From an optimization exercise on the open Yosys and OpenROAD flow, aimed at small area, a short achievable clock period and few clock cycles per item; shortcuts taken in it are not production practice.
No run shown here included a check of the RTL's function; only the layout flow was run.

==> flow/design.v (outline; a module is shown in full before it is edited, if it fits) <==
// module pla_ctrl: 89 lines
// module pla_dp: 2041 lines
// module polyline_length_accumulator_core: 43 lines
module polyline_length_accumulator_core (
    input  logic        i_clk,
    input  logic        i_rst_n,
    input  logic        i_in_valid,
    output logic        o_in_stall,
    input  logic [15:0] i_in_x,
    input  logic [15:0] i_in_y,
    input  logic        i_in_last,
    output logic        o_out_valid,
    input  logic        i_out_stall,
    output logic [31:0] o_out_length,
    output logic [15:0] o_out_count
);
  // ...
==> flow/flow/run.sh <==
#!/bin/bash
# the standard layout (the standard.sh: unchanged synthesis, floorplan,
# placement, clock tree, routing) with two changes to how it is made:
# - every input and output port still gets its buffer, but a plain buf_2
#   instead of the delay-cell buffer that buffer_ports picks by itself
# - timing repair aims at a shorter period than the clock's: setup repair
#   keeps going until each path has the margin below, instead of stopping
#   once the 10 ns clock is met
bash standard.sh SETUP_SLACK_MARGIN=6.5 TNS_END_PERCENT=100 \
    "BUFFER_PORTS_ARGS=-buffer_cell sky130_fd_sc_hd__buf_2" finish > standard.log 2>&1
==> flow/standard.sh <==
#!/bin/bash
# synth_recipe.tcl (not shown) runs the flow's synth.tcl, then flattens the netlist and writes it again
# the make line also repeats each setting of config.mk as NAME=value (left out here)
make -C /OpenROAD-flow-scripts/flow DESIGN_CONFIG=/design/flow/config.mk WORK_HOME=/design/flow/orfs CLKGATE_MAP_FILE= SYNTH_SCRIPT=/design/flow/synth_recipe.tcl "${@:-finish}"
==> flow/config.mk <==
export PLATFORM = sky130hd
export DESIGN_NAME = polyline_length_accumulator_core
export DESIGN_NICKNAME = polyline_length_accumulator_core
export VERILOG_FILES = /design/flow/design.v
export SDC_FILE = /design/flow/constraint.sdc
export NUM_CORES = 4
export LEC_CHECK = 0
export ABC_AREA = 1
export CAP_MARGIN = 20
export CORE_MARGIN = 2
export CORE_UTILIZATION = 40
export CTS_BUF_LIST = sky130_fd_sc_hd__clkbuf_16
export CTS_CLUSTER_DIAMETER = 80
export CTS_CLUSTER_SIZE = 30
export SLEW_MARGIN = 20
==> flow/constraint.sdc <==
create_clock -name core_clock -period 10.0 [get_ports {i_clk}]
set_input_delay 2.0000 -clock core_clock [delete_from_list [all_inputs] [get_ports {i_clk}]]
set_output_delay 2.0000 -clock core_clock [all_outputs]
set_load 0.01 [all_outputs]
==> results.yml, run 1 <==
die:
  taps: 1276
  rows: 114
  die_h_um: 317
  dieArea_sq_mm: 0.101
job:
  cap_viol_max_count: 0
finish:
  fillers: 9352
  largest_reg_flops: 144
  design.seq.count: 716
  drive_gt1_share_pct: 13.9
  buffer_area_share_pct: 4.21
  area_growth_pct: 14.4
  nNetsFinal: 5277
  largest-register: "u_ctrl.r_e"
clocking:
  ctsRootBufferMaster: "clkbuf_16"
  clock_path_buffers: 3
  clk_latency_ns: 0.63
  htree_levels: 2
  cts_sinks: 716
synthesis:
  async_flop_share_pct: 0
  synth_common_cells: "nand2_1 (1,020), inv_1 (767), dfxtp_1 (636)"
  synth.most_common_cell: "nand2_1"
  synthSimpleGateAreaFrac_pct: 18.0
  synth_top_family_by_area: "adder cells"
  seq_area_frac_synth_pct: 38.6
  synth_compound_area_share_pct: 6.94
placed_design:
  dpl.hpwl_mm: 59.6
  io_buffer_count: 86
outcome:
  outcome: "timing/DRC/antenna clean"
critical_path:
  crit_path_end: "u_dp.q8_q[0]$_DFF_P_"
  cpPeakStageDelay_ns: 0.39
  startpoint_type: "flop"
  path_buf_inv: 3
  crit_top_cell: "nand2_1"
  critPathKind: "reg2reg"
global_routing:
  grt_use_met1_pct: 20.8
  grt.met2_usage_pct: 29.5
route:
  firstDrtPassIters: 6
  vias: 28800
  drc: 0
timing:
  fin_skew_ns: 0.0400
  relSlewSlack_pct: 23.3
hold_path:
  min_to: "u_dp.q2_rad[19]$_DFF_P_"
==> run 2: changes to the inputs <==
--- a/flow/design.v
+++ b/flow/design.v
@@ -1084,21 +1084,26 @@
     logic [14:0] q816;
     logic [14:0] q7_q;
     logic [16:0] q7_r;
     logic [3:0] q7_rad;
     logic q7_seg;
     logic q7_last;
     logic [17:0] r817;
     logic [15:0] q818;
-    logic [18:0] r819;
-    logic [16:0] q820;
-    logic [16:0] q8_q;
+    logic [15:0] q8_q;
+    logic [17:0] q8_r;
+    logic [1:0] q8_rad;
     logic q8_seg;
     logic q8_last;
+    logic [18:0] r819;
+    logic [16:0] q820;
+    logic [16:0] q9_q;
+    logic q9_seg;
+    logic q9_last;
     assign cx = i_in_x;
     assign cy = i_in_y;
     assign cv = i_xfer;
     assign pp1 = b_dx[0] & b_dx[1];
     assign pp2 = b_dx[0] & b_dx[2];
     assign pp3 = b_dx[0] & b_dx[3];
     assign pp4 = b_dx[0] & b_dx[4];
     assign pp5 = b_dx[0] & b_dx[5];
@@ -1913,18 +1918,18 @@
     assign r811 = {r809[12:0], q5_rad[9], q5_rad[8]} + {~r809[13], q810 ^ {12{~r809[13]}}, 2'b11};
     assign q812 = {q810, ~r811[14]};
     assign r813 = {q6_r[13:0], q6_rad[7], q6_rad[6]} + {~q6_r[14], q6_q ^ {13{~q6_r[14]}}, 2'b11};
     assign q814 = {q6_q, ~r813[15]};
     assign r815 = {r813[14:0], q6_rad[5], q6_rad[4]} + {~r813[15], q814 ^ {14{~r813[15]}}, 2'b11};
     assign q816 = {q814, ~r815[16]};
     assign r817 = {q7_r[15:0], q7_rad[3], q7_rad[2]} + {~q7_r[16], q7_q ^ {15{~q7_r[16]}}, 2'b11};
     assign q818 = {q7_q, ~r817[17]};
-    assign r819 = {r817[16:0], q7_rad[1], q7_rad[0]} + {~r817[17], q818 ^ {16{~r817[17]}}, 2'b11};
-    assign q820 = {q818, ~r819[18]};
+    assign r819 = {q8_r[16:0], q8_rad[1], q8_rad[0]} + {~q8_r[17], q8_q ^ {16{~q8_r[17]}}, 2'b11};
+    assign q820 = {q8_q, ~r819[18]};
     always_ff @(posedge i_clk) begin
         if (cv) begin
             r_lp_x <= cx;
             r_lp_y <= cy;
         end
         b_dx <= {cx[15], cx} - {r_lp_x[15], r_lp_x};
         b_dy <= {cy[15], cy} - {r_lp_y[15], r_lp_y};
         t_c0_0 <= b_dx[0];
@@ -2068,17 +2073,20 @@
         q5_r <= r807;
         q5_rad <= q4_rad[11:0];
         q6_q <= q812;
         q6_r <= r811;
         q6_rad <= q5_rad[7:0];
         q7_q <= q816;
         q7_r <= r815;
         q7_rad <= q6_rad[3:0];
-        q8_q <= q820;
+        q8_q <= q818;
+        q8_r <= r817;
+        q8_rad <= q7_rad[1:0];
+        q9_q <= q820;
         if (!i_rst_n) begin
             r_have_prev <= 1'b0;
             b_seg       <= 1'b0;
             b_last      <= 1'b0;
             t_seg <= 1'b0;
             t_last <= 1'b0;
             s_seg <= 1'b0;
             s_last <= 1'b0;
@@ -2093,16 +2101,18 @@
             q5_seg <= 1'b0;
             q5_last <= 1'b0;
             q6_seg <= 1'b0;
             q6_last <= 1'b0;
             q7_seg <= 1'b0;
             q7_last <= 1'b0;
             q8_seg <= 1'b0;
             q8_last <= 1'b0;
+            q9_seg <= 1'b0;
+            q9_last <= 1'b0;
         end else begin
             if (i_xfer) r_have_prev <= !i_in_last;
             b_seg  <= i_xfer & r_have_prev;
             b_last <= i_xfer & i_in_last;
             t_seg <= b_seg;
             t_last <= b_last;
             s_seg <= t_seg;
             s_last <= t_last;
@@ -2117,21 +2127,23 @@
             q5_seg <= q4_seg;
             q5_last <= q4_last;
             q6_seg <= q5_seg;
             q6_last <= q5_last;
             q7_seg <= q6_seg;
             q7_last <= q6_last;
             q8_seg <= q7_seg;
             q8_last <= q7_last;
+            q9_seg <= q8_seg;
+            q9_last <= q8_last;
         end
     end
-    assign o_root = q8_q;
-    assign o_seg  = q8_seg;
-    assign o_last = q8_last;
+    assign o_root = q9_q;
+    assign o_seg  = q9_seg;
+    assign o_last = q9_last;
 endmodule
 module polyline_length_accumulator_core (
     input  logic        i_clk,
     input  logic        i_rst_n,
     input  logic        i_in_valid,
     output logic        o_in_stall,
     input  logic [15:0] i_in_x,
     input  logic [15:0] i_in_y,
==> run 2 against run 1 <==
Compared with the run above: count of clock-buffer cells in the layout up 2; design area rose by 0.18%; die area is 2.1% higher; critical endpoint is now u_dp.q7_r[15]$_DFF_P_.
==> results.yml, run 2 <==
outcome:
  outcome: "timing/DRC/antenna clean"
die:
  dieArea_sq_mm: 0.103
  rows: 116
  chipWidth_um: 321
  die_h_um: 321
  core_sq_mm: 0.0997
  design.portCount: 87
  start_util_pct: 40.2
route:
  detail_route.vias_per_cell: 4.71
  finalWirelength_mm: 83.4
  firstDrtPassIters: 5
  wire_per_inst_um: 13.7
  ant_nets: 0
  vias: 28600
  drc: 0
  drt_iter0_drc: 1390
synthesis:
  async_flop_share_pct: 0
  ys_types: 49
  synthCells: 4642
  avgSynthCellArea_sq_um: 8.64
  yosysTopAreaCellShare_pct: 33.7
  synth_fp_nets: 5162
  yosysTopAreaCell: "dfxtp_1"
  ys_top_cells_by_area: "dfxtp_1 (34%), fa_1 (11%), nand2_1 (9.0%)"
  seq_area_frac_synth_pct: 39.7
  synth_common_cells: "nand2_1 (960), inv_1 (802), dfxtp_1 (674)"
  synth.most_common_cell: "nand2_1"
  synth_edf_count: 80
  syn-cell-area_sq_mm: 0.0401
  synth_seq_cells: 754
  ys.flop_type: "dfxtp_1"
  yosysWarnings: 3
placed_design:
  placed_cells: 5896
  io_buffer_count: 86
  gp_congestion: 0.845
  dpl.hpwl_mm: 59.5
  postPlaceCellArea_sq_mm: 0.0418
  pre_cts_slack_ns: 5.61
clocking:
  clk_latency_ns: 0.65
  ctsRootBufferMaster: "clkbuf_16"
  clock_path_buffers: 3
  htree_levels: 2
  cts_sinks: 754
  clk_pin_slew_worst_paths_ns: 0.10
  cts_made_buffers: 40
  cts_tree: "built"
finish:
  diodes: 0
  top_regs: "u_ctrl.r_e (144), u_dp.s_rad (33), u_dp.q1_rad (28)"
  area_growth_pct: 12.2
  drive_gt1_share_pct: 12.1
  final_cell_mix: "nand2_1 (936), inv_1 (792), dfxtp_1 (661)"
  final_common_cell: "nand2_1"
  largest-register: "u_ctrl.r_e"
  nNetsFinal: 5259
  final_cell_area_sq_mm: 0.0450
  final_cells: 6066
  largest_reg_flops: 144
global_routing:
  grt_max_degree: 110
  grt_pass1_vias: 27800
  grt_overflow_total: 0
  antenna_found_initial: 2
  grt_pass1_wl_mm: 136
  track_usage_pct: 15.9
critical_path:
  critPathKind: "reg2reg"
  startpoint_type: "flop"
  critPathCaptureType: "flop"
  path_max_fanout: 8
  cp.arrival_ns: 4.06
  critPathLaunch: "u_dp.q6_r[14]$_DFF_P_"
  required_ns: 10.54
  r2r_start: "u_dp.q6_r[14]$_DFF_P_"
timing:
  fin_crit_ns: 3.52
  setup_violations: 0
  fin_tns_setup_ns: 0
  fin_skew_ns: 0.0425
  finalCritPeriodShare_pct: 35.2
  fmax_mhz: 284
  grt_setup_unrepaired: "yes"
  setup_ws_ns: 6.48
  hold_viol: 0
  relSlewSlack_pct: 31.6
  maxSlewViolCount: 0
  tightest_slew_ns: 1.02
job:
  cap_viol_max_count: 0
hold_path:
  hp-class: "reg2reg"
  min_from: "u_dp.q1_rad[20]$_DFF_P_"
run 2: cell types whose count changed in the layout (fill, tap and decap cells not counted), moves of 20 or more:
cell / previous run / this run
nand2_1: 985 / 936
inv_1: 759 / 792
buf_4: 142 / 107
a21oi_1: 149 / 169
dfxtp_1: 616 / 661
run 2: cell families after synthesis:
| kind of cell | count (synthesis) | synth area share [%] |
|---|---|---|
| and+or+nand+nor | 1584 | 17.0 |
| buffers and inverters | 963 | 9.18 |
| DFF | 754 | 39.7 |
| AOI/OAI and AO/OA | 496 | 6.90 |
| adders and majority gates | 483 | 19.3 |
| xor gates and xnor gates | 357 | 7.80 |
| muxes | 5 | 0.125 |
run 2: repair_timing:
item,in CTS,in global routing
setup endpoints to repair,145,124
cloned,1,3
setup buffers,25,70
resized for setup,66,169
pin swaps,25,121
hold buffers,0,0
run 2: per-stage QoR:
stage | utilization (%) | hold slack (ns)
final | 45.1 | 0.309
after global routing | 45.1 | 0.328
after CTS | 43.8 | 0.312
after floorplan | - | 0.310
after global placement | 41.9 | 0.310
after detailed placement | 41.9 | 0.312
run 2: worst max-delay path: stages (launching register included):
cell and delay (ns):
dfxtp_4 0.45, buf_6 0.16, xnor2_1 0.08, ha_1 0.21
a21oi_1 0.23, o21ai_2 0.10, a221oi_2 0.28, buf_4 0.16
nand3_2 0.09, nand2_4 0.13, buf_6 0.16, xor2_1 0.16
ha_1 0.31, nand2_2 0.13, nor2_2 0.05, nand2_1 0.07
o2111ai_2 0.17, a21oi_1 0.19, nor2_1 0.06, nor2_1 0.12
xnor2_1 0.13
run 2: path summary, 6_finish.rpt:
check                                                to  slack, ns  depth (start not counted)
worst max register to register    u_dp.q7_r[15]$_DFF_P_       6.48                         20
worst min-delay path            u_dp.q2_rad[20]$_DFF_P_       0.31                          0
worst max-delay path              u_dp.q7_r[15]$_DFF_P_       6.48                         20
worst min register to register  u_dp.q2_rad[20]$_DFF_P_       0.31                          0
run 2: cell type report:
| class | count | area (sq um) |
|---|---|---|
| Clock buffer | 40 | 1000 |
| Clock inverter | 31 | 425 |
| Fill cell | 9533 | 54700 |
| Inverter | 808 | 3050 |
| Multi-Input combinational cell | 2927 | 21500 |
| Sequential cell | 754 | 15900 |
| Tap cell | 1298 | 1620 |
| Timing Repair Buffer | 208 | 1480 |
run 2: routing by layer:
layer	vias up	routed length, um	GRT usage (%)	part of all wire [%]
met1	13400	37600	20.1	45
met2	450	40700	28.4	49
met4	2	2380	4.96	2.9
li1	14600	-	-	-
met3	131	2690	1.92	3.2
met5	-	10	0	0.012

static timing again, ports no longer ideal:
No port has a modelled driver above. Below, the same layouts with a new extraction and two added sets of constraints. Step 1 (the two cells are an assumption about what drives the block):
set clk [get_ports {i_clk}]
set_driving_cell -lib_cell sky130_fd_sc_hd__clkbuf_16 $clk
set_driving_cell -lib_cell sky130_fd_sc_hd__buf_2 [delete_from_list [all_inputs] $clk]
Step 2, shift: input delay + t, output delay - t, t = (earliest + latest rising clock arrival at the registers) / 2. This alone moves slack from input paths to output paths. Three values: ideal, step 1, step 2; two values: the first two.
run | shift t [ns] | setup slack, ns | worst setup path at the end | latest minus earliest clock arrival (ns) | pins driven straight from the clock port
run 1 | 0.678 | 6.314 / 6.314 / 6.001 | input to register | 0.054 / 0.054 | 1
run 2 | 0.698 | 6.483 / 6.483 / 5.945 | input to register | 0.054 / 0.054 | 1
After both steps setup and hold are still met in every run listed. The setup slack of run 2, which loses most, moves by 0.000 ns with the drivers and by -0.538 ns with both steps.
